This design comes from an exercise in tuning for small area, a short achievable clock period and few clock cycles per item on the open sky130 flow, not from production work. No run shown here included a check of the RTL's function; only the layout flow was run.

<file path="design/flow/run.sh">
#!/bin/bash
# synth_recipe.tcl (not shown) runs the flow's synth.tcl, then flattens the netlist and writes it again
# the make line also repeats each setting of config.mk as NAME=value (left out here)
make -C /OpenROAD-flow-scripts/flow DESIGN_CONFIG=/design/flow/config.mk WORK_HOME=/design/flow/orfs CLKGATE_MAP_FILE= SYNTH_SCRIPT=/design/flow/synth_recipe.tcl finish
</file>
<file path="design/flow/config.mk">
export PLATFORM = sky130hd
export DESIGN_NAME = sm4Core
export DESIGN_NICKNAME = sm4Core
export VERILOG_FILES = /design/flow/design.v
export SDC_FILE = /design/flow/constraint.sdc
export NUM_CORES = 8
export LEC_CHECK = 0
export ABC_AREA = 1
export CAP_MARGIN = 20
export CORE_MARGIN = 2
export CORE_UTILIZATION = 40
export SETUP_SLACK_MARGIN = 4
export SLEW_MARGIN = 20
</file>
<file path="design/flow/design.v">
`default_nettype none
package sm4TablesPkg;
  function automatic logic [3:0] gf16Inv2(input logic [3:0] a);
    case (a)
      4'd0: gf16Inv2 = 4'd0;
      4'd1: gf16Inv2 = 4'd1;
      4'd2: gf16Inv2 = 4'd3;
      4'd3: gf16Inv2 = 4'd2;
      4'd4: gf16Inv2 = 4'd15;
      4'd5: gf16Inv2 = 4'd12;
      4'd6: gf16Inv2 = 4'd9;
      4'd7: gf16Inv2 = 4'd11;
      4'd8: gf16Inv2 = 4'd10;
      4'd9: gf16Inv2 = 4'd6;
      4'd10: gf16Inv2 = 4'd8;
      4'd11: gf16Inv2 = 4'd7;
      4'd12: gf16Inv2 = 4'd5;
      4'd13: gf16Inv2 = 4'd14;
      4'd14: gf16Inv2 = 4'd13;
      4'd15: gf16Inv2 = 4'd4;
      default: gf16Inv2 = 4'd0;
    endcase
  endfunction
  function automatic logic [7:0] sbox(input logic [7:0] x);
    logic [8:0] fh, fl, fs, fd;
    logic [3:0] dl, d, di, vh, vl;
    logic [7:0] v;
    fh[0] = ~(((x[0] ^ x[1]) ^ (x[2] ^ x[3])) ^ ((x[4] ^ x[5]) ^ x[6]));
    fl[0] = ~(x[3] ^ x[4]);
    fs[0] = ((x[0] ^ x[1]) ^ (x[2] ^ x[5])) ^ x[6];
    fh[1] = ~(x[2] ^ x[7]);
    fl[1] = (x[2] ^ x[5]) ^ x[7];
    fs[1] = ~(x[5]);
    fh[2] = ((x[0] ^ x[1]) ^ (x[3] ^ x[4])) ^ ((x[5] ^ x[6]) ^ x[7]);
    fl[2] = ~(((x[2] ^ x[3]) ^ (x[4] ^ x[5])) ^ x[7]);
    fs[2] = ~((x[0] ^ x[1]) ^ (x[2] ^ x[6]));
    fh[3] = ~(x[6]);
    fl[3] = ~((x[1] ^ x[4]) ^ (x[5] ^ x[6]));
    fs[3] = (x[1] ^ x[4]) ^ x[5];
    fh[4] = ((x[0] ^ x[1]) ^ (x[2] ^ x[4])) ^ x[6];
    fl[4] = (x[1] ^ x[2]) ^ x[5];
    fs[4] = (x[0] ^ x[4]) ^ (x[5] ^ x[6]);
    fh[5] = ~((x[0] ^ x[1]) ^ (x[2] ^ x[4]));
    fl[5] = ~((x[2] ^ x[4]) ^ x[6]);
    fs[5] = (x[0] ^ x[1]) ^ x[6];
    fh[6] = ((x[0] ^ x[1]) ^ (x[2] ^ x[3])) ^ (x[4] ^ x[5]);
    fl[6] = (x[1] ^ x[3]) ^ (x[5] ^ x[6]);
    fs[6] = (x[0] ^ x[2]) ^ (x[4] ^ x[6]);
    fh[7] = ~(((x[0] ^ x[1]) ^ (x[4] ^ x[6])) ^ x[7]);
    fl[7] = x[1] ^ x[7];
    fs[7] = ~((x[0] ^ x[4]) ^ x[6]);
    fh[8] = ~(((x[2] ^ x[3]) ^ (x[5] ^ x[6])) ^ x[7]);
    fl[8] = (x[3] ^ x[5]) ^ (x[6] ^ x[7]);
    fs[8] = ~(x[2]);
    dl[0] = ~(x[5] ^ x[7]);
    dl[1] = ~(((x[0] ^ x[3]) ^ (x[5] ^ x[6])) ^ x[7]);
    dl[2] = ((x[2] ^ x[3]) ^ (x[4] ^ x[5])) ^ (x[6] ^ x[7]);
    dl[3] = ~(((x[0] ^ x[1]) ^ (x[2] ^ x[3])) ^ x[6]);
    d[0] = (((fh[1] & fl[1]) ^ (fh[2] & fl[2])) ^ ((fh[3] & fl[3]) ^ (fh[4] & fl[4]))) ^ dl[0];
    d[1] = (((fh[0] & fl[0]) ^ (fh[2] & fl[2])) ^ ((fh[4] & fl[4]) ^ (fh[5] & fl[5]))) ^ dl[1];
    d[2] = (((fh[3] & fl[3]) ^ (fh[4] & fl[4])) ^ ((fh[6] & fl[6]) ^ (fh[7] & fl[7]))) ^ dl[2];
    d[3] = (((fh[4] & fl[4]) ^ (fh[5] & fl[5])) ^ ((fh[7] & fl[7]) ^ (fh[8] & fl[8]))) ^ dl[3];
    di = gf16Inv2(d);
    fd[0] = di[3];
    fd[1] = di[2];
    fd[2] = di[2] ^ di[3];
    fd[3] = di[1];
    fd[4] = di[0];
    fd[5] = di[0] ^ di[1];
    fd[6] = di[1] ^ di[3];
    fd[7] = di[0] ^ di[2];
    fd[8] = (di[0] ^ di[1]) ^ (di[2] ^ di[3]);
    vh[0] = ((fh[1] & fd[1]) ^ (fh[2] & fd[2])) ^ ((fh[3] & fd[3]) ^ (fh[4] & fd[4]));
    vl[0] = ((fs[1] & fd[1]) ^ (fs[2] & fd[2])) ^ ((fs[3] & fd[3]) ^ (fs[4] & fd[4]));
    vh[1] = ((fh[0] & fd[0]) ^ (fh[2] & fd[2])) ^ ((fh[4] & fd[4]) ^ (fh[5] & fd[5]));
    vl[1] = ((fs[0] & fd[0]) ^ (fs[2] & fd[2])) ^ ((fs[4] & fd[4]) ^ (fs[5] & fd[5]));
    vh[2] = ((fh[3] & fd[3]) ^ (fh[4] & fd[4])) ^ ((fh[6] & fd[6]) ^ (fh[7] & fd[7]));
    vl[2] = ((fs[3] & fd[3]) ^ (fs[4] & fd[4])) ^ ((fs[6] & fd[6]) ^ (fs[7] & fd[7]));
    vh[3] = ((fh[4] & fd[4]) ^ (fh[5] & fd[5])) ^ ((fh[7] & fd[7]) ^ (fh[8] & fd[8]));
    vl[3] = ((fs[4] & fd[4]) ^ (fs[5] & fd[5])) ^ ((fs[7] & fd[7]) ^ (fs[8] & fd[8]));
    v = {vh, vl};
    sbox[0] = ~((v[0] ^ v[2]) ^ (v[4] ^ v[6]));
    sbox[1] = ~(v[0] ^ v[6]);
    sbox[2] = ((v[1] ^ v[2]) ^ (v[4] ^ v[5])) ^ v[6];
    sbox[3] = (v[0] ^ v[4]) ^ (v[6] ^ v[7]);
    sbox[4] = ~((v[1] ^ v[3]) ^ v[7]);
    sbox[5] = (v[1] ^ v[3]) ^ v[5];
    sbox[6] = ~(v[0] ^ v[1]);
    sbox[7] = ~(((v[0] ^ v[1]) ^ (v[2] ^ v[3])) ^ v[5]);
  endfunction
  function automatic logic [31:0] ck(input logic [4:0] i);
    case (i)
      5'd0: ck = 32'h00070e15;
      5'd1: ck = 32'h1c232a31;
      5'd2: ck = 32'h383f464d;
      5'd3: ck = 32'h545b6269;
      5'd4: ck = 32'h70777e85;
      5'd5: ck = 32'h8c939aa1;
      5'd6: ck = 32'ha8afb6bd;
      5'd7: ck = 32'hc4cbd2d9;
      5'd8: ck = 32'he0e7eef5;
      5'd9: ck = 32'hfc030a11;
      5'd10: ck = 32'h181f262d;
      5'd11: ck = 32'h343b4249;
      5'd12: ck = 32'h50575e65;
      5'd13: ck = 32'h6c737a81;
      5'd14: ck = 32'h888f969d;
      5'd15: ck = 32'ha4abb2b9;
      5'd16: ck = 32'hc0c7ced5;
      5'd17: ck = 32'hdce3eaf1;
      5'd18: ck = 32'hf8ff060d;
      5'd19: ck = 32'h141b2229;
      5'd20: ck = 32'h30373e45;
      5'd21: ck = 32'h4c535a61;
      5'd22: ck = 32'h686f767d;
      5'd23: ck = 32'h848b9299;
      5'd24: ck = 32'ha0a7aeb5;
      5'd25: ck = 32'hbcc3cad1;
      5'd26: ck = 32'hd8dfe6ed;
      5'd27: ck = 32'hf4fb0209;
      5'd28: ck = 32'h10171e25;
      5'd29: ck = 32'h2c333a41;
      5'd30: ck = 32'h484f565d;
      5'd31: ck = 32'h646b7279;
      default: ck = 32'h0;
    endcase
  endfunction
  localparam logic [127:0] FK = {
    32'ha3b1bac6,
    32'h56aa3350,
    32'h677d9197,
    32'hb27022dc
  };
  function automatic logic [31:0] rotl(input logic [31:0] w, input int unsigned n);
    rotl = (w << n) | (w >> (32 - n));
  endfunction
  function automatic logic [31:0] tauSub(input logic [31:0] a);
    tauSub = {sbox(a[31:24]), sbox(a[23:16]), sbox(a[15:8]), sbox(a[7:0])};
  endfunction
  function automatic logic [31:0] dataT(input logic [31:0] x);
    logic [31:0] b;
    b = tauSub(x);
    dataT = b ^ rotl(b, 2) ^ rotl(b, 10) ^ rotl(b, 18) ^ rotl(b, 24);
  endfunction
  function automatic logic [31:0] keyT(input logic [31:0] x);
    logic [31:0] b;
    b = tauSub(x);
    keyT = b ^ rotl(b, 13) ^ rotl(b, 23);
  endfunction
endpackage
`default_nettype wire
`default_nettype none
package sm4CorePkg;
  localparam int WORD_W  = 32;
  localparam int BLOCK_W = 128;
  localparam int ROUNDS  = 32;
  localparam int ROUND_W = 5;
endpackage
`default_nettype wire
`default_nettype none
import sm4CorePkg::*;
module sm4Core (
  input  wire logic                             clk,
  input  wire logic                             rst_n,
  input  wire logic                             start,
  input  wire logic                             decrypt,
  input  wire logic [sm4CorePkg::BLOCK_W-1:0]   key,
  input  wire logic [sm4CorePkg::BLOCK_W-1:0]   textIn,
  output logic [sm4CorePkg::BLOCK_W-1:0]        textOut,
  output logic                                  done
);
  localparam logic [ROUND_W-1:0] CNT_LAST = ROUND_W'(ROUNDS - 1);
  logic               busy;
  logic               rounds;
  logic               decMode;
  logic               valid;
  logic [ROUND_W-1:0] cnt;
  logic [ROUND_W-1:0] cntNext;
  logic               accept;
  logic               hit;
  logic               lastRound;
  logic               toRounds;
  logic               keyBack;
  logic               dataRound;
  logic               saveEnd;
  logic [BLOCK_W-1:0] keyIn;
  logic [BLOCK_W-1:0] kw;
  logic [BLOCK_W-1:0] ko;
  assign keyIn     = key ^ sm4TablesPkg::FK;
  assign accept    = start && !busy;
  assign hit       = valid && (keyIn == kw);
  assign lastRound = busy && rounds && (cnt == '0);
  assign toRounds  = busy && !rounds && (!decMode || cnt == CNT_LAST);
  always_comb
  begin
    if (accept)
      cntNext = hit ? (decrypt ? CNT_LAST : ROUND_W'(1)) : '0;
    else if (!busy || lastRound)
      cntNext = '0;
    else if (rounds ? decMode : (decMode && cnt == CNT_LAST))
      cntNext = rounds ? cnt - 1'b1 : cnt;
    else
      cntNext = cnt + 1'b1;
  end
  always_ff @(posedge clk or negedge rst_n)
  begin
    if (!rst_n)
    begin
      busy    <= 1'b0;
      rounds  <= 1'b0;
      decMode <= 1'b0;
      valid   <= 1'b0;
      cnt     <= '0;
      done    <= 1'b0;
      keyBack <= 1'b0;
      dataRound <= 1'b0;
    end
    else
    begin
      done <= lastRound;
      keyBack   <= accept ? (hit && decrypt)
                          : (busy && !lastRound && decMode && (rounds || toRounds));
      dataRound <= accept ? hit : (busy && !lastRound && (rounds || toRounds));
      cnt  <= cntNext;
      if (accept)
      begin
        busy    <= 1'b1;
        rounds  <= hit;
        decMode <= decrypt;
      end
      else
      begin
        if (lastRound)
        begin
          busy  <= 1'b0;
          valid <= 1'b1;
        end
        if (toRounds)
          rounds <= 1'b1;
      end
    end
  end
  logic [WORD_W-1:0] ckReg;
  always_ff @(posedge clk)
    ckReg <= sm4TablesPkg::ck(cntNext);
  logic [WORD_W-1:0] k0, k1, k2, k3;
  logic [WORD_W-1:0] tk;
  logic [WORD_W-1:0] e0, e1, e2, e3;
  logic              stepFwd;
  logic              stepBack;
  logic              encEnd;
  assign {k0, k1, k2, k3} = kw;
  assign tk = sm4TablesPkg::keyT(k1 ^ k2 ^ (keyBack ? k0 : k3) ^ ckReg);
  assign encEnd   = lastRound && !decMode;
  assign stepFwd  = (accept && hit && !decrypt) || (busy && !keyBack && !encEnd);
  assign stepBack = busy && keyBack;
  always_comb
  begin
    if (accept && !hit)
      {e0, e1, e2, e3} = keyIn;
    else if ((accept && decrypt) || encEnd)
      {e0, e1, e2, e3} = ko;
    else if (stepFwd)
      {e0, e1, e2, e3} = {k1, k2, k3, k0};
    else if (stepBack)
      {e0, e1, e2, e3} = {k3, k0, k1, k2};
    else
      {e0, e1, e2, e3} = kw;
  end
  always_ff @(posedge clk)
    kw <= {(tk & {WORD_W{stepBack}}) ^ e0, e1, e2, (tk & {WORD_W{stepFwd}}) ^ e3};
  assign saveEnd = busy && (decMode ? (rounds && cnt == CNT_LAST)
                                    : (!rounds || cnt == '0));
  always_ff @(posedge clk)
  begin
    if ((accept && hit && !decrypt) || saveEnd)
      ko <= kw;
  end
  logic [WORD_W-1:0] x0, x1, x2, x3;
  logic [WORD_W-1:0] ty;
  assign ty = sm4TablesPkg::dataT(x1 ^ x2 ^ x3 ^ k3);
  always_ff @(posedge clk)
  begin
    if (accept)
      {x0, x1, x2} <= textIn[127:32];
    else if (dataRound)
      {x0, x1, x2} <= {x1, x2, x3};
  end
  always_ff @(posedge clk)
    x3 <= (ty & {WORD_W{dataRound}}) ^ (accept ? textIn[31:0] : (dataRound ? x0 : x3));
  assign textOut = {x3, x2, x1, x0};
endmodule
`default_nettype wire
</file>
<file path="design/flow/constraint.sdc">
create_clock -name core_clock -period 11.0 [get_ports {clk}]
set_input_delay 2.2000 -clock core_clock [delete_from_list [all_inputs] [get_ports {clk}]]
set_output_delay 2.2000 -clock core_clock [all_outputs]
set_load 0.01 [all_outputs]
</file>
==> impl_metrics.env, run 1 <==
export IMPL_status="finished clean"
export IMPL_worst_slew_pin_slew_ps=1084
export IMPL_cts_tree="done"
export IMPL_pre_cts_ws_ps=3075
export IMPL_synth_area_sq_um=45360
export IMPL_place_area_sq_um=50680
export IMPL_synth_cell_types=64
export IMPL_start_util_pct=40.32
export IMPL_syn_nets=7945
export IMPL_fmax_mhz=147.7
export IMPL_drv_cap=0
export IMPL_syn_inst=7632
export IMPL_coreArea_sq_um=112500
export IMPL_synth_flop_cell="edfxtp_1"
export IMPL_wl_per_cell_um=21.86
export IMPL_min_period_ps=6771
export IMPL_crit_fanout=72
export IMPL_grt_max_degree=94
export IMPL_criticalPathCategory="in2reg"
export IMPL_cp_arrival_ps=7370
export IMPL_start_kind="primary input"
export IMPL_skew_ps=54.55
export IMPL_final_common_cell="nand2_1"
export IMPL_hpwl_um=166000
export IMPL_gp_congestion=1.087
export IMPL_synth_ff_latch_count=417
export IMPL_rows=123
export IMPL_vias=52427
export IMPL_die_w_um=340.7
export IMPL_setup_tns_ps=0
export IMPL_cts_clk_slew_worst_paths_ps=60
export IMPL_relSlewSlack_pct=25.84
export IMPL_cts_root_buf="clkbuf_16"
export IMPL_fin_hold_ws_ps=549.9
export IMPL_grt_util_all_layers_pct=34.27
export IMPL_drtIter0Drc=6137
export IMPL_hold_path_class="reg2reg"
export IMPL_dr_wl_met3_um=21150
export IMPL_ant_nets=0
export IMPL_ios=389
export IMPL_grt_setup_unrepaired="yes"
export IMPL_cts_path_max_buffers=3
export IMPL_layout_drive_gt1_share_pct=5.615
export IMPL_synthArstFlopShare_pct=2.878
export IMPL_die_area_sq_um=116100
export IMPL_viasPerCell=5.530
export IMPL_numCtsBuffers=51
export IMPL_wl_um=207200
export IMPL_syn_area_per_cell_sq_um=5.943
export IMPL_wl_met1_um=88310
export IMPL_post_route_util_pct=46.86
export IMPL_synth_edf_count=288
export IMPL_final_cell_mix="nand2_1 (3302), nand3_1 (880), inv_1 (798), clkdlybuf4s50_1 (388), o21ai_0 (378)"
export IMPL_wl_met2_um=88390
export IMPL_cts_max_level=2
export IMPL_finalHoldViolations=0
export IMPL_worstSetupEndpointType="flop"
export IMPL_finalCritPeriodShare_pct=61.55
export IMPL_drc_errors=0
export IMPL_ys_seq_area_share_pct=24.89
export IMPL_grt_pass1_wl_um=301200
export IMPL_insertion_delay_ps=660
export IMPL_ys_warn_count=1
export IMPL_antenna_found_initial=10
export IMPL_port_buffers=388
export IMPL_crit_required_ps=11600
export IMPL_highest_layer="met5"
export IMPL_final_nets=8249
export IMPL_fin_area_sq_um=52720
export IMPL_clock_sinks=417
export IMPL_setup_violations=0
export IMPL_die_h_um=340.7
export IMPL_syn_to_final_growth_pct=16.22
export IMPL_gr_total_overflow=0
export IMPL_setup_slack_ps=4229
export IMPL_drv_slew=0
export IMPL_grt_pass1_vias=46506
export IMPL_dr_pass1_iters=6
metal layers:
layer / GRT usage, % / vias to the layer above
met5: 0 / -
met4: 13.29 / 14
met3: 7.197 / 395
met2: 52.48 / 2491
met1: 47.10 / 24253
li1: - / 25274
per-stage QoR:
stage               cells
global placement     9376
detailed placement   9376
CTS                  9471
floorplan            7632
finish               9481
global route         9478
cells in the mapped netlist (all sizes together), types with 30 or more instances:
master / n / area share [%]
nor2: 397 / 3.4
inv: 858 / 7.1
a22oi: 30 / 0.50
nor4: 37 / 0.51
nand3b: 35 / 0.58
o211ai: 62 / 1.0
xor2: 246 / 5.5
edfxtp: 288 / 19
ha: 53 / 1.5
nand4: 111 / 1.5
dfxtp: 117 / 5.2
xnor2: 163 / 3.3
nand2: 3431 / 29
o21ai: 409 / 4.6
clkbuf: 126 / 1.0
a21oi: 101 / 1.1
nand3: 898 / 10
o221ai: 41 / 0.79
buf: 48 / 0.62
worst max-delay path, cell delays in order:
cell and delay, ps:
clkdlybuf4s50_1 740, a2111oi_0 590, nand3b_1 120, nor3_1 210, nand4_1 360, nor4_4 580
nand2_1 150, or2_2 410, nand2_8 360, buf_4 510, a21oi_1 130, o21ai_0 100
o21ai_0 100, nand2_1 80, o21ai_0 290, o21bai_1 280, nand2_1 80
state kept, by name, summed over array words and instances, names as in the netlist:
register and cells:
x2 32, x0 32, ckReg 21, keyBack 1
done 1, rounds 1, dataRound 1, kw 128
x3 32, decMode 1, x1 32, ko 128
valid 1, busy 1, cnt 5
kinds of logic (layout without fill, tap and decap cells):
kind of cell               Yosys count  after routing  synth area share (%)
adders and majority gates           53             53                 1.462
muxes                                3              3               0.06621
xor gates and xnor gates           409            409                 8.783
DFF                                417            417                 24.89
AOI/OAI and AO/OA                  748            748                 9.897
other                                0              3                     0
and+or+nand+nor                   4967           4967                 46.12
buffers and inverters             1035           1381                 8.783
cell type report:
type / count / area, sq um
Fill cell: 11809 / 59780
Antenna cell: 3 / 7.507
Clock buffer: 74 / 1444
Sequential cell: 417 / 11310
Inverter: 861 / 3269
Tap cell: 1500 / 1877
Multi-Input combinational cell: 6180 / 30410
Timing Repair Buffer: 425 / 4194
Clock inverter: 21 / 206.4
path summary, 6_finish.rpt:
check,start,end,slack [ps],cells after the start
worst min register to register,kw[126]$_DFF_P_,ko[126]$_DFFE_PP_,550,0
max in group asynchronous,rst_n,dataRound$_DFF_PN0_,8610,1
worst max-delay path,key[17],kw[115]$_DFF_P_,4230,17
worst min-delay path,kw[126]$_DFF_P_,ko[126]$_DFFE_PP_,550,0
worst max register to register,kw[35]$_DFFE_PP_,kw[6]$_DFF_P_,4410,33
min in group asynchronous,rst_n,valid$_DFFE_PN0P_,1920,1
repair_timing:
item                       4_1_cts  5_1_grt
pin swaps                        0        1
cloned                           0        0
setup endpoints to repair       56      135
setup buffers                    0        7
gates resized for setup          8       51
hold buffers                     0        0
==> run 2: changes to the inputs <==
--- a/design/flow/design.v
+++ b/design/flow/design.v
@@ -88,6 +88,138 @@
     sbox[6] = ~(v[0] ^ v[1]);
     sbox[7] = ~(((v[0] ^ v[1]) ^ (v[2] ^ v[3])) ^ v[5]);
   endfunction
+  function automatic logic [7:0] sboxV(input logic [7:0] x);
+    logic [8:0] fh, fl, fs, fd;
+    logic [3:0] dl, d, di, vh, vl;
+    logic [7:0] v;
+    fh[0] = ~(((x[0] ^ x[1]) ^ (x[2] ^ x[3])) ^ ((x[4] ^ x[5]) ^ x[6]));
+    fl[0] = ~(x[3] ^ x[4]);
+    fs[0] = ((x[0] ^ x[1]) ^ (x[2] ^ x[5])) ^ x[6];
+    fh[1] = ~(x[2] ^ x[7]);
+    fl[1] = (x[2] ^ x[5]) ^ x[7];
+    fs[1] = ~(x[5]);
+    fh[2] = ((x[0] ^ x[1]) ^ (x[3] ^ x[4])) ^ ((x[5] ^ x[6]) ^ x[7]);
+    fl[2] = ~(((x[2] ^ x[3]) ^ (x[4] ^ x[5])) ^ x[7]);
+    fs[2] = ~((x[0] ^ x[1]) ^ (x[2] ^ x[6]));
+    fh[3] = ~(x[6]);
+    fl[3] = ~((x[1] ^ x[4]) ^ (x[5] ^ x[6]));
+    fs[3] = (x[1] ^ x[4]) ^ x[5];
+    fh[4] = ((x[0] ^ x[1]) ^ (x[2] ^ x[4])) ^ x[6];
+    fl[4] = (x[1] ^ x[2]) ^ x[5];
+    fs[4] = (x[0] ^ x[4]) ^ (x[5] ^ x[6]);
+    fh[5] = ~((x[0] ^ x[1]) ^ (x[2] ^ x[4]));
+    fl[5] = ~((x[2] ^ x[4]) ^ x[6]);
+    fs[5] = (x[0] ^ x[1]) ^ x[6];
+    fh[6] = ((x[0] ^ x[1]) ^ (x[2] ^ x[3])) ^ (x[4] ^ x[5]);
+    fl[6] = (x[1] ^ x[3]) ^ (x[5] ^ x[6]);
+    fs[6] = (x[0] ^ x[2]) ^ (x[4] ^ x[6]);
+    fh[7] = ~(((x[0] ^ x[1]) ^ (x[4] ^ x[6])) ^ x[7]);
+    fl[7] = x[1] ^ x[7];
+    fs[7] = ~((x[0] ^ x[4]) ^ x[6]);
+    fh[8] = ~(((x[2] ^ x[3]) ^ (x[5] ^ x[6])) ^ x[7]);
+    fl[8] = (x[3] ^ x[5]) ^ (x[6] ^ x[7]);
+    fs[8] = ~(x[2]);
+    dl[0] = ~(x[5] ^ x[7]);
+    dl[1] = ~(((x[0] ^ x[3]) ^ (x[5] ^ x[6])) ^ x[7]);
+    dl[2] = ((x[2] ^ x[3]) ^ (x[4] ^ x[5])) ^ (x[6] ^ x[7]);
+    dl[3] = ~(((x[0] ^ x[1]) ^ (x[2] ^ x[3])) ^ x[6]);
+    d[0] = (((fh[1] & fl[1]) ^ (fh[2] & fl[2])) ^ ((fh[3] & fl[3]) ^ (fh[4] & fl[4]))) ^ dl[0];
+    d[1] = (((fh[0] & fl[0]) ^ (fh[2] & fl[2])) ^ ((fh[4] & fl[4]) ^ (fh[5] & fl[5]))) ^ dl[1];
+    d[2] = (((fh[3] & fl[3]) ^ (fh[4] & fl[4])) ^ ((fh[6] & fl[6]) ^ (fh[7] & fl[7]))) ^ dl[2];
+    d[3] = (((fh[4] & fl[4]) ^ (fh[5] & fl[5])) ^ ((fh[7] & fl[7]) ^ (fh[8] & fl[8]))) ^ dl[3];
+    di = gf16Inv2(d);
+    fd[0] = di[3];
+    fd[1] = di[2];
+    fd[2] = di[2] ^ di[3];
+    fd[3] = di[1];
+    fd[4] = di[0];
+    fd[5] = di[0] ^ di[1];
+    fd[6] = di[1] ^ di[3];
+    fd[7] = di[0] ^ di[2];
+    fd[8] = (di[0] ^ di[1]) ^ (di[2] ^ di[3]);
+    vh[0] = ((fh[1] & fd[1]) ^ (fh[2] & fd[2])) ^ ((fh[3] & fd[3]) ^ (fh[4] & fd[4]));
+    vl[0] = ((fs[1] & fd[1]) ^ (fs[2] & fd[2])) ^ ((fs[3] & fd[3]) ^ (fs[4] & fd[4]));
+    vh[1] = ((fh[0] & fd[0]) ^ (fh[2] & fd[2])) ^ ((fh[4] & fd[4]) ^ (fh[5] & fd[5]));
+    vl[1] = ((fs[0] & fd[0]) ^ (fs[2] & fd[2])) ^ ((fs[4] & fd[4]) ^ (fs[5] & fd[5]));
+    vh[2] = ((fh[3] & fd[3]) ^ (fh[4] & fd[4])) ^ ((fh[6] & fd[6]) ^ (fh[7] & fd[7]));
+    vl[2] = ((fs[3] & fd[3]) ^ (fs[4] & fd[4])) ^ ((fs[6] & fd[6]) ^ (fs[7] & fd[7]));
+    vh[3] = ((fh[4] & fd[4]) ^ (fh[5] & fd[5])) ^ ((fh[7] & fd[7]) ^ (fh[8] & fd[8]));
+    vl[3] = ((fs[4] & fd[4]) ^ (fs[5] & fd[5])) ^ ((fs[7] & fd[7]) ^ (fs[8] & fd[8]));
+    v = {vh, vl};
+    sboxV = v;
+  endfunction
+  function automatic logic [31:0] dataTx(input logic [31:0] x, input logic [31:0] a);
+    logic [31:0] v;
+    v = {sboxV(x[31:24]), sboxV(x[23:16]), sboxV(x[15:8]), sboxV(x[7:0])};
+    dataTx[0] = ~(((((v[0] ^ v[2]) ^ (v[4] ^ v[6])) ^ ((v[9] ^ v[10]) ^ (v[12] ^ v[14]))) ^ ((v[16] ^ v[17]) ^ (v[24] ^ v[25]))) ^ a[0]);
+    dataTx[1] = ~((((((v[0] ^ v[6]) ^ (v[9] ^ v[10])) ^ ((v[11] ^ v[13]) ^ (v[14] ^ v[16]))) ^ (((v[17] ^ v[18]) ^ (v[19] ^ v[21])) ^ ((v[24] ^ v[25]) ^ (v[26] ^ v[27])))) ^ v[29]) ^ a[1]);
+    dataTx[2] = ~(((((v[0] ^ v[1]) ^ (v[5] ^ v[9])) ^ ((v[10] ^ v[12]) ^ (v[13] ^ v[14]))) ^ (((v[16] ^ v[18]) ^ (v[20] ^ v[22])) ^ ((v[24] ^ v[26]) ^ (v[28] ^ v[30])))) ^ a[2]);
+    dataTx[3] = ~(((((v[4] ^ v[7]) ^ (v[8] ^ v[12])) ^ ((v[14] ^ v[15]) ^ (v[16] ^ v[22]))) ^ (v[24] ^ v[30])) ^ a[3]);
+    dataTx[4] = (((((v[2] ^ v[3]) ^ (v[4] ^ v[5])) ^ ((v[6] ^ v[7]) ^ (v[9] ^ v[11]))) ^ (((v[15] ^ v[17]) ^ (v[18] ^ v[20])) ^ ((v[21] ^ v[22]) ^ (v[25] ^ v[26])))) ^ ((v[28] ^ v[29]) ^ v[30])) ^ a[4];
+    dataTx[5] = (((((v[0] ^ v[1]) ^ (v[3] ^ v[4])) ^ ((v[5] ^ v[6]) ^ (v[7] ^ v[9]))) ^ (((v[11] ^ v[13]) ^ (v[16] ^ v[20])) ^ ((v[22] ^ v[23]) ^ (v[24] ^ v[28])))) ^ (v[30] ^ v[31])) ^ a[5];
+    dataTx[6] = ~(((((v[0] ^ v[3]) ^ (v[7] ^ v[8])) ^ ((v[9] ^ v[17]) ^ (v[19] ^ v[23]))) ^ ((v[25] ^ v[27]) ^ v[31])) ^ a[6]);
+    dataTx[7] = ((((v[0] ^ v[2]) ^ (v[8] ^ v[9])) ^ ((v[10] ^ v[11]) ^ (v[13] ^ v[17]))) ^ (((v[19] ^ v[21]) ^ (v[25] ^ v[27])) ^ v[29])) ^ a[7];
+    dataTx[8] = ~(((((v[0] ^ v[1]) ^ (v[8] ^ v[10])) ^ ((v[12] ^ v[14]) ^ (v[17] ^ v[18]))) ^ ((v[20] ^ v[22]) ^ (v[24] ^ v[25]))) ^ a[8]);
+    dataTx[9] = ~((((((v[0] ^ v[1]) ^ (v[2] ^ v[3])) ^ ((v[5] ^ v[8]) ^ (v[14] ^ v[17]))) ^ (((v[18] ^ v[19]) ^ (v[21] ^ v[22])) ^ ((v[24] ^ v[25]) ^ (v[26] ^ v[27])))) ^ v[29]) ^ a[9]);
+    dataTx[10] = ~(((((v[0] ^ v[2]) ^ (v[4] ^ v[6])) ^ ((v[8] ^ v[9]) ^ (v[13] ^ v[17]))) ^ (((v[18] ^ v[20]) ^ (v[21] ^ v[22])) ^ ((v[24] ^ v[26]) ^ (v[28] ^ v[30])))) ^ a[10]);
+    dataTx[11] = ~(((((v[0] ^ v[6]) ^ (v[12] ^ v[15])) ^ ((v[16] ^ v[20]) ^ (v[22] ^ v[23]))) ^ (v[24] ^ v[30])) ^ a[11]);
+    dataTx[12] = (((((v[1] ^ v[2]) ^ (v[4] ^ v[5])) ^ ((v[6] ^ v[10]) ^ (v[11] ^ v[12]))) ^ (((v[13] ^ v[14]) ^ (v[15] ^ v[17])) ^ ((v[19] ^ v[23]) ^ (v[25] ^ v[26])))) ^ ((v[28] ^ v[29]) ^ v[30])) ^ a[12];
+    dataTx[13] = (((((v[0] ^ v[4]) ^ (v[6] ^ v[7])) ^ ((v[8] ^ v[9]) ^ (v[11] ^ v[12]))) ^ (((v[13] ^ v[14]) ^ (v[15] ^ v[17])) ^ ((v[19] ^ v[21]) ^ (v[24] ^ v[28])))) ^ (v[30] ^ v[31])) ^ a[13];
+    dataTx[14] = ~(((((v[1] ^ v[3]) ^ (v[7] ^ v[8])) ^ ((v[11] ^ v[15]) ^ (v[16] ^ v[17]))) ^ ((v[25] ^ v[27]) ^ v[31])) ^ a[14]);
+    dataTx[15] = ((((v[1] ^ v[3]) ^ (v[5] ^ v[8])) ^ ((v[10] ^ v[16]) ^ (v[17] ^ v[18]))) ^ (((v[19] ^ v[21]) ^ (v[25] ^ v[27])) ^ v[29])) ^ a[15];
+    dataTx[16] = ~(((((v[0] ^ v[1]) ^ (v[8] ^ v[9])) ^ ((v[16] ^ v[18]) ^ (v[20] ^ v[22]))) ^ ((v[25] ^ v[26]) ^ (v[28] ^ v[30]))) ^ a[16]);
+    dataTx[17] = ~((((((v[0] ^ v[1]) ^ (v[2] ^ v[3])) ^ ((v[5] ^ v[8]) ^ (v[9] ^ v[10]))) ^ (((v[11] ^ v[13]) ^ (v[16] ^ v[22])) ^ ((v[25] ^ v[26]) ^ (v[27] ^ v[29])))) ^ v[30]) ^ a[17]);
+    dataTx[18] = ~(((((v[0] ^ v[2]) ^ (v[4] ^ v[6])) ^ ((v[8] ^ v[10]) ^ (v[12] ^ v[14]))) ^ (((v[16] ^ v[17]) ^ (v[21] ^ v[25])) ^ ((v[26] ^ v[28]) ^ (v[29] ^ v[30])))) ^ a[18]);
+    dataTx[19] = ~(((((v[0] ^ v[6]) ^ (v[8] ^ v[14])) ^ ((v[20] ^ v[23]) ^ (v[24] ^ v[28]))) ^ (v[30] ^ v[31])) ^ a[19]);
+    dataTx[20] = (((((v[1] ^ v[2]) ^ (v[4] ^ v[5])) ^ ((v[6] ^ v[9]) ^ (v[10] ^ v[12]))) ^ (((v[13] ^ v[14]) ^ (v[18] ^ v[19])) ^ ((v[20] ^ v[21]) ^ (v[22] ^ v[23])))) ^ ((v[25] ^ v[27]) ^ v[31])) ^ a[20];
+    dataTx[21] = (((((v[0] ^ v[4]) ^ (v[6] ^ v[7])) ^ ((v[8] ^ v[12]) ^ (v[14] ^ v[15]))) ^ (((v[16] ^ v[17]) ^ (v[19] ^ v[20])) ^ ((v[21] ^ v[22]) ^ (v[23] ^ v[25])))) ^ (v[27] ^ v[29])) ^ a[21];
+    dataTx[22] = ~(((((v[1] ^ v[3]) ^ (v[7] ^ v[9])) ^ ((v[11] ^ v[15]) ^ (v[16] ^ v[19]))) ^ ((v[23] ^ v[24]) ^ v[25])) ^ a[22]);
+    dataTx[23] = ((((v[1] ^ v[3]) ^ (v[5] ^ v[9])) ^ ((v[11] ^ v[13]) ^ (v[16] ^ v[18]))) ^ (((v[24] ^ v[25]) ^ (v[26] ^ v[27])) ^ v[29])) ^ a[23];
+    dataTx[24] = ~(((((v[1] ^ v[2]) ^ (v[4] ^ v[6])) ^ ((v[8] ^ v[9]) ^ (v[16] ^ v[17]))) ^ ((v[24] ^ v[26]) ^ (v[28] ^ v[30]))) ^ a[24]);
+    dataTx[25] = ~((((((v[1] ^ v[2]) ^ (v[3] ^ v[5])) ^ ((v[6] ^ v[8]) ^ (v[9] ^ v[10]))) ^ (((v[11] ^ v[13]) ^ (v[16] ^ v[17])) ^ ((v[18] ^ v[19]) ^ (v[21] ^ v[24])))) ^ v[30]) ^ a[25]);
+    dataTx[26] = ~(((((v[1] ^ v[2]) ^ (v[4] ^ v[5])) ^ ((v[6] ^ v[8]) ^ (v[10] ^ v[12]))) ^ (((v[14] ^ v[16]) ^ (v[18] ^ v[20])) ^ ((v[22] ^ v[24]) ^ (v[25] ^ v[29])))) ^ a[26]);
+    dataTx[27] = ~(((((v[0] ^ v[4]) ^ (v[6] ^ v[7])) ^ ((v[8] ^ v[14]) ^ (v[16] ^ v[22]))) ^ (v[28] ^ v[31])) ^ a[27]);
+    dataTx[28] = (((((v[1] ^ v[3]) ^ (v[7] ^ v[9])) ^ ((v[10] ^ v[12]) ^ (v[13] ^ v[14]))) ^ (((v[17] ^ v[18]) ^ (v[20] ^ v[21])) ^ ((v[22] ^ v[26]) ^ (v[27] ^ v[28])))) ^ ((v[29] ^ v[30]) ^ v[31])) ^ a[28];
+    dataTx[29] = (((((v[1] ^ v[3]) ^ (v[5] ^ v[8])) ^ ((v[12] ^ v[14]) ^ (v[15] ^ v[16]))) ^ (((v[20] ^ v[22]) ^ (v[23] ^ v[24])) ^ ((v[25] ^ v[27]) ^ (v[28] ^ v[29])))) ^ (v[30] ^ v[31])) ^ a[29];
+    dataTx[30] = ~(((((v[0] ^ v[1]) ^ (v[9] ^ v[11])) ^ ((v[15] ^ v[17]) ^ (v[19] ^ v[23]))) ^ ((v[24] ^ v[27]) ^ v[31])) ^ a[30]);
+    dataTx[31] = ((((v[0] ^ v[1]) ^ (v[2] ^ v[3])) ^ ((v[5] ^ v[9]) ^ (v[11] ^ v[13]))) ^ (((v[17] ^ v[19]) ^ (v[21] ^ v[24])) ^ v[26])) ^ a[31];
+  endfunction
+  function automatic logic [31:0] keyTx(input logic [31:0] x, input logic [31:0] a);
+    logic [31:0] v;
+    v = {sboxV(x[31:24]), sboxV(x[23:16]), sboxV(x[15:8]), sboxV(x[7:0])};
+    keyTx[0] = ((((v[0] ^ v[2]) ^ (v[4] ^ v[6])) ^ ((v[8] ^ v[14]) ^ (v[16] ^ v[20]))) ^ (v[22] ^ v[23])) ^ a[0];
+    keyTx[1] = ((((v[0] ^ v[6]) ^ (v[9] ^ v[10])) ^ ((v[12] ^ v[13]) ^ (v[14] ^ v[17]))) ^ (v[19] ^ v[23])) ^ a[1];
+    keyTx[2] = ((((v[1] ^ v[2]) ^ (v[4] ^ v[5])) ^ ((v[6] ^ v[8]) ^ (v[12] ^ v[14]))) ^ ((v[15] ^ v[17]) ^ (v[19] ^ v[21]))) ^ a[2];
+    keyTx[3] = ((((v[0] ^ v[4]) ^ (v[6] ^ v[7])) ^ ((v[9] ^ v[11]) ^ (v[15] ^ v[16]))) ^ v[17]) ^ a[3];
+    keyTx[4] = ((((v[1] ^ v[3]) ^ (v[7] ^ v[9])) ^ ((v[11] ^ v[13]) ^ (v[16] ^ v[17]))) ^ ((v[18] ^ v[19]) ^ v[21])) ^ a[4];
+    keyTx[5] = ((((v[1] ^ v[3]) ^ (v[5] ^ v[8])) ^ ((v[9] ^ v[24]) ^ (v[26] ^ v[28]))) ^ v[30]) ^ a[5];
+    keyTx[6] = ~(((((v[0] ^ v[1]) ^ (v[8] ^ v[9])) ^ ((v[10] ^ v[11]) ^ (v[13] ^ v[24]))) ^ v[30]) ^ a[6]);
+    keyTx[7] = ((((v[0] ^ v[1]) ^ (v[2] ^ v[3])) ^ ((v[5] ^ v[16]) ^ (v[18] ^ v[20]))) ^ (((v[22] ^ v[25]) ^ (v[26] ^ v[28])) ^ (v[29] ^ v[30]))) ^ a[7];
+    keyTx[8] = ((((v[8] ^ v[10]) ^ (v[12] ^ v[14])) ^ ((v[16] ^ v[22]) ^ (v[24] ^ v[28]))) ^ (v[30] ^ v[31])) ^ a[8];
+    keyTx[9] = ((((v[8] ^ v[14]) ^ (v[17] ^ v[18])) ^ ((v[20] ^ v[21]) ^ (v[22] ^ v[25]))) ^ (v[27] ^ v[31])) ^ a[9];
+    keyTx[10] = ((((v[9] ^ v[10]) ^ (v[12] ^ v[13])) ^ ((v[14] ^ v[16]) ^ (v[20] ^ v[22]))) ^ ((v[23] ^ v[25]) ^ (v[27] ^ v[29]))) ^ a[10];
+    keyTx[11] = ((((v[8] ^ v[12]) ^ (v[14] ^ v[15])) ^ ((v[17] ^ v[19]) ^ (v[23] ^ v[24]))) ^ v[25]) ^ a[11];
+    keyTx[12] = ((((v[9] ^ v[11]) ^ (v[15] ^ v[17])) ^ ((v[19] ^ v[21]) ^ (v[24] ^ v[25]))) ^ ((v[26] ^ v[27]) ^ v[29])) ^ a[12];
+    keyTx[13] = ((((v[0] ^ v[2]) ^ (v[4] ^ v[6])) ^ ((v[9] ^ v[11]) ^ (v[13] ^ v[16]))) ^ v[17]) ^ a[13];
+    keyTx[14] = ~(((((v[0] ^ v[6]) ^ (v[8] ^ v[9])) ^ ((v[16] ^ v[17]) ^ (v[18] ^ v[19]))) ^ v[21]) ^ a[14]);
+    keyTx[15] = ((((v[1] ^ v[2]) ^ (v[4] ^ v[5])) ^ ((v[6] ^ v[8]) ^ (v[9] ^ v[10]))) ^ (((v[11] ^ v[13]) ^ (v[24] ^ v[26])) ^ (v[28] ^ v[30]))) ^ a[15];
+    keyTx[16] = ((((v[0] ^ v[4]) ^ (v[6] ^ v[7])) ^ ((v[16] ^ v[18]) ^ (v[20] ^ v[22]))) ^ (v[24] ^ v[30])) ^ a[16];
+    keyTx[17] = ((((v[1] ^ v[3]) ^ (v[7] ^ v[16])) ^ ((v[22] ^ v[25]) ^ (v[26] ^ v[28]))) ^ (v[29] ^ v[30])) ^ a[17];
+    keyTx[18] = ((((v[1] ^ v[3]) ^ (v[5] ^ v[17])) ^ ((v[18] ^ v[20]) ^ (v[21] ^ v[22]))) ^ ((v[24] ^ v[28]) ^ (v[30] ^ v[31]))) ^ a[18];
+    keyTx[19] = ((((v[0] ^ v[1]) ^ (v[16] ^ v[20])) ^ ((v[22] ^ v[23]) ^ (v[25] ^ v[27]))) ^ v[31]) ^ a[19];
+    keyTx[20] = ((((v[0] ^ v[1]) ^ (v[2] ^ v[3])) ^ ((v[5] ^ v[17]) ^ (v[19] ^ v[23]))) ^ ((v[25] ^ v[27]) ^ v[29])) ^ a[20];
+    keyTx[21] = ((((v[8] ^ v[10]) ^ (v[12] ^ v[14])) ^ ((v[17] ^ v[19]) ^ (v[21] ^ v[24]))) ^ v[25]) ^ a[21];
+    keyTx[22] = ~(((((v[8] ^ v[14]) ^ (v[16] ^ v[17])) ^ ((v[24] ^ v[25]) ^ (v[26] ^ v[27]))) ^ v[29]) ^ a[22]);
+    keyTx[23] = ((((v[0] ^ v[2]) ^ (v[4] ^ v[6])) ^ ((v[9] ^ v[10]) ^ (v[12] ^ v[13]))) ^ (((v[14] ^ v[16]) ^ (v[17] ^ v[18])) ^ (v[19] ^ v[21]))) ^ a[23];
+    keyTx[24] = ((((v[0] ^ v[6]) ^ (v[8] ^ v[12])) ^ ((v[14] ^ v[15]) ^ (v[24] ^ v[26]))) ^ (v[28] ^ v[30])) ^ a[24];
+    keyTx[25] = ((((v[1] ^ v[2]) ^ (v[4] ^ v[5])) ^ ((v[6] ^ v[9]) ^ (v[11] ^ v[15]))) ^ (v[24] ^ v[30])) ^ a[25];
+    keyTx[26] = ((((v[0] ^ v[4]) ^ (v[6] ^ v[7])) ^ ((v[9] ^ v[11]) ^ (v[13] ^ v[25]))) ^ ((v[26] ^ v[28]) ^ (v[29] ^ v[30]))) ^ a[26];
+    keyTx[27] = ((((v[1] ^ v[3]) ^ (v[7] ^ v[8])) ^ ((v[9] ^ v[24]) ^ (v[28] ^ v[30]))) ^ v[31]) ^ a[27];
+    keyTx[28] = ((((v[1] ^ v[3]) ^ (v[5] ^ v[8])) ^ ((v[9] ^ v[10]) ^ (v[11] ^ v[13]))) ^ ((v[25] ^ v[27]) ^ v[31])) ^ a[28];
+    keyTx[29] = ((((v[0] ^ v[1]) ^ (v[16] ^ v[18])) ^ ((v[20] ^ v[22]) ^ (v[25] ^ v[27]))) ^ v[29]) ^ a[29];
+    keyTx[30] = ~(((((v[0] ^ v[1]) ^ (v[2] ^ v[3])) ^ ((v[5] ^ v[16]) ^ (v[22] ^ v[24]))) ^ v[25]) ^ a[30]);
+    keyTx[31] = ((((v[8] ^ v[10]) ^ (v[12] ^ v[14])) ^ ((v[17] ^ v[18]) ^ (v[20] ^ v[21]))) ^ (((v[22] ^ v[24]) ^ (v[25] ^ v[26])) ^ (v[27] ^ v[29]))) ^ a[31];
+  endfunction
   function automatic logic [31:0] ck(input logic [4:0] i);
     case (i)
       5'd0: ck = 32'h00070e15;
@@ -138,14 +270,10 @@
     tauSub = {sbox(a[31:24]), sbox(a[23:16]), sbox(a[15:8]), sbox(a[7:0])};
   endfunction
   function automatic logic [31:0] dataT(input logic [31:0] x);
-    logic [31:0] b;
-    b = tauSub(x);
-    dataT = b ^ rotl(b, 2) ^ rotl(b, 10) ^ rotl(b, 18) ^ rotl(b, 24);
+    dataT = dataTx(x, 32'h0);
   endfunction
   function automatic logic [31:0] keyT(input logic [31:0] x);
-    logic [31:0] b;
-    b = tauSub(x);
-    keyT = b ^ rotl(b, 13) ^ rotl(b, 23);
+    keyT = keyTx(x, 32'h0);
   endfunction
 endpackage
 `default_nettype wire
==> impl_metrics.env, run 2 <==
export IMPL_status="finished clean"
export IMPL_gr_total_overflow=0
export IMPL_path_cells="clkdlybuf4s50_1 -> nand2_1 -> o21ai_0 -> a221oi_1 -> nand3_1 -> nor4_2 -> nand4_1 -> nor4_1 -> nand2_1 -> nor2_1 -> inv_1 -> or2_2 -> nand2_8 -> inv_2 -> buf_4 -> o211ai_1 -> o211ai_1 -> o21ai_0 -> nand2_1 -> o21ai_0 -> o21bai_1 -> nand2_1"
export IMPL_met1_usage_pct=40.08
export IMPL_hpwl_um=167900
export IMPL_crit_slowest_cell="clkdlybuf4s50_1"
export IMPL_cp_slowest_stage_delay_ps=580
export IMPL_finalCritPeriodShare_pct=59.98
export IMPL_syn_to_final_growth_pct=15.73
export IMPL_synthArstFlopShare_pct=2.878
export IMPL_skew_ps=65.74
export IMPL_synth_cell_types=55
export IMPL_dr_pass1_iters=9
export IMPL_cts_root_buf="clkbuf_16"
export IMPL_path_delay_family="simple AND/OR/NAND/NOR gates"
export IMPL_drv_cap=0
export IMPL_ios=389
export IMPL_antenna_found_initial=25
export IMPL_synth_ff_latch_count=417
export IMPL_rows=125
export IMPL_wl_per_cell_um=20.95
export IMPL_coreArea_sq_um=116400
export IMPL_top_regs="ko x128, kw x128"
export IMPL_crit_fanout=83
export IMPL_clock_sinks=417
export IMPL_gr_usage_met3_pct=5.818
export IMPL_critPathBufInv=4
export IMPL_relSlewSlack_pct=27.23
export IMPL_ys_seq_area_share_pct=24.00
export IMPL_final_cell_mix="nand2_1 (3734), nand3_1 (922), inv_1 (796), clkdlybuf4s50_1 (388), o21ai_0 (368)"
export IMPL_start_kind="primary input"
export IMPL_grt_pass1_vias=49777
export IMPL_finalHoldViolations=0
export IMPL_r2r_setup_slack_ps=4430
export IMPL_synth_flop_cell="edfxtp_1"
export IMPL_min_period_ps=6598
export IMPL_gp_congestion=1.001
export IMPL_min_from="kw[113]$_DFF_P_"
export IMPL_cts_max_level=2
export IMPL_die_w_um=347.0
export IMPL_cts_tree="done"
export IMPL_worst_slew_pin_slew_ps=1092
export IMPL_die_h_um=347.0
export IMPL_grt_pass1_wl_um=307500
export IMPL_cts_path_max_buffers=3
export IMPL_setup_violations=0
export IMPL_ys_top_cells_by_area="nand2_1 (30%), edfxtp_1 (18%), nand3_1 (9.8%), inv_1 (6.4%), dfxtp_1 (5.0%)"
export IMPL_synth_most_common_cell="nand2_1"
export IMPL_syn_inst=8118
export IMPL_wl_um=209400
export IMPL_insertion_delay_ps=680
export IMPL_rr_worst_depth=40
export IMPL_syn_nets=8430
export IMPL_hold_buffers=0
export IMPL_criticalPathCategory="in2reg"
export IMPL_final_nets=8726
export IMPL_instances_no_fill=9995
export IMPL_die_area_sq_um=120400
export IMPL_r2r_start="kw[6]$_DFF_P_"
export IMPL_holdPathStages=0
export IMPL_use_met2_pct=56.43
export IMPL_worstHoldEndpoint="ko[113]$_DFFE_PP_"
export IMPL_fmax_mhz=151.6
export IMPL_drtIter0Drc=5524
export IMPL_timing_rr_end="x3[31]$_DFF_P_"
export IMPL_grt_max_degree=108
export IMPL_synth_area_sq_um=47050
export IMPL_final_common_cell="nand2_1"
export IMPL_synth_top_area_share_pct=29.87
export IMPL_setup_tns_ps=0
export IMPL_hold_path_class="reg2reg"
export IMPL_layout_drive_gt1_share_pct=5.780
export IMPL_crit_required_ps=11570
export IMPL_worstSetupEndpointType="flop"
export IMPL_cp_arrival_ps=7170
export IMPL_synth_edf_count=288
export IMPL_drc_errors=0
export IMPL_start_util_pct=40.43
export IMPL_ys_warn_count=1
export IMPL_yosysTopAreaCell="nand2_1"
export IMPL_viasPerCell=5.475
export IMPL_cts_clk_slew_worst_paths_ps=60
export IMPL_port_buffers=388
export IMPL_grt_busiest_layer="met2"
export IMPL_ant_nets=0
export IMPL_grt_util_all_layers_pct=33.40
export IMPL_place_inst=9878
export IMPL_crit_top_cell="nand2_1"
export IMPL_vias=54719
export IMPL_grt_setup_unrepaired="no"
export IMPL_netlist_top_cells_count="nand2_1 (3744), nand3_1 (923), inv_1 (804)"
export IMPL_syn_area_per_cell_sq_um=5.796
export IMPL_drv_slew=0
export IMPL_numCtsBuffers=55
-- run 2: cell types whose count changed after synthesis, moves of 30 or more --
cell / delta
inv_2: +43
nand2_1: +433
nand2_2: +62
nand3_1: +42
nor2_1: -64
nor4_1: -30
o211ai_1: +32
-- run 2: area by class of cell --
type	instances	area [sq um]
fillers	12410	61910
multi-input cells	6613	31700
flip-flops and latches	417	11300
repair buffers	421	4169
inverters	906	3431
well taps	1524	1907
clock buffers	73	1494
clock inverters	30	416.7
diodes	11	27.53
-- run 2: stage by stage --
step | cell area, sq um | util [%] | hold WS [ps] | setup WS, ps
after floorplan | 47050 | - | 424.3 | 4647
after global placement | 52400 | 45.03 | 522.8 | 3531
after detailed placement | 52400 | 45.03 | 519.7 | 3399
after CTS | 54320 | 46.68 | 529.6 | 4091
after global routing | 54430 | 46.78 | 539.6 | 3996
final | 54450 | 46.79 | 536.1 | 4402
-- run 2: repair_timing --
action	CTS	global route
endpoints found under the setup margin	1	144
setup buffers	0	2
gates resized for setup	1	19
-- run 2: worst max path at each step --
stage | from | endpoint | slack (ps) | cells after the start
6_report | key[113] | kw[113]$_DFF_P_ | 4400 | 22
5_1_grt | kw[6]$_DFF_P_ | x3[31]$_DFF_P_ | 4000 | 40
4_1_cts | key[113] | kw[33]$_DFFE_PP_ | 4090 | 15
3_5_place_dp | key[113] | kw[113]$_DFF_P_ | 3400 | 22
3_3_place_gp | key[114] | kw[80]$_DFFE_PP_ | 3530 | 13
2_1_floorplan | key[126] | kw[32]$_DFFE_PP_ | 4650 | 15
-- run 2: metal layers --
| metal | vias up | part of all wire [%] | wire length (um) |
|---|---|---|---|
| li1 | 26728 | - | - |
| met1 | 25217 | 39 | 81930 |
| met2 | 2239 | 46 | 97200 |
| met3 | 513 | 7.9 | 16560 |
| met4 | 22 | 6.5 | 13620 |
| met5 | - | 0.063 | 131 |
-- run 2: logic make-up (layout without fill, tap and decap cells) --
group	Yosys count	after routing	share of synthesized area, %
and+or+nand+nor	5410	5410	48.21
adders and majority gates	52	52	1.383
buffers and inverters	1088	1430	8.840
AOI/OAI and AO/OA	751	751	9.704
xor gates and xnor gates	400	400	7.866
DFF	417	417	24.00
other	0	11	0

==> re-timing with driven ports <==
How much do the figures lean on ideal ports? The routed layouts below were timed once more, with nothing changed but the port constraints. Step 1 (the two cells are an assumption about what drives the block):
set clk [get_ports {clk}]
set_driving_cell -lib_cell sky130_fd_sc_hd__clkbuf_16 $clk
set_driving_cell -lib_cell sky130_fd_sc_hd__buf_2 [delete_from_list [all_inputs] $clk]
Step 2 adds t to the input delays and takes it off the output delays; t is the mean of the earliest and latest rising clock arrival at the registers after step 1. Input paths then give back, and output paths get back, about the clock's delay inside the block. Slacks: no drivers / after step 1 / after step 2; pairs: no drivers / after step 1.
| run | shift t [ns] | slack for setup (ns) | worst data-port slew with drivers (ns) |
|---|---|---|---|
| run 1 | 0.710 | 4.229 / 4.280 / 3.571 | 0.20 |
| run 2 | 0.714 | 4.402 / 4.433 / 3.733 | 0.20 |
After both steps setup and hold are still met in every run listed. The setup slack of run 2, which loses most, moves by +0.031 ns with the drivers and by -0.669 ns with both steps.
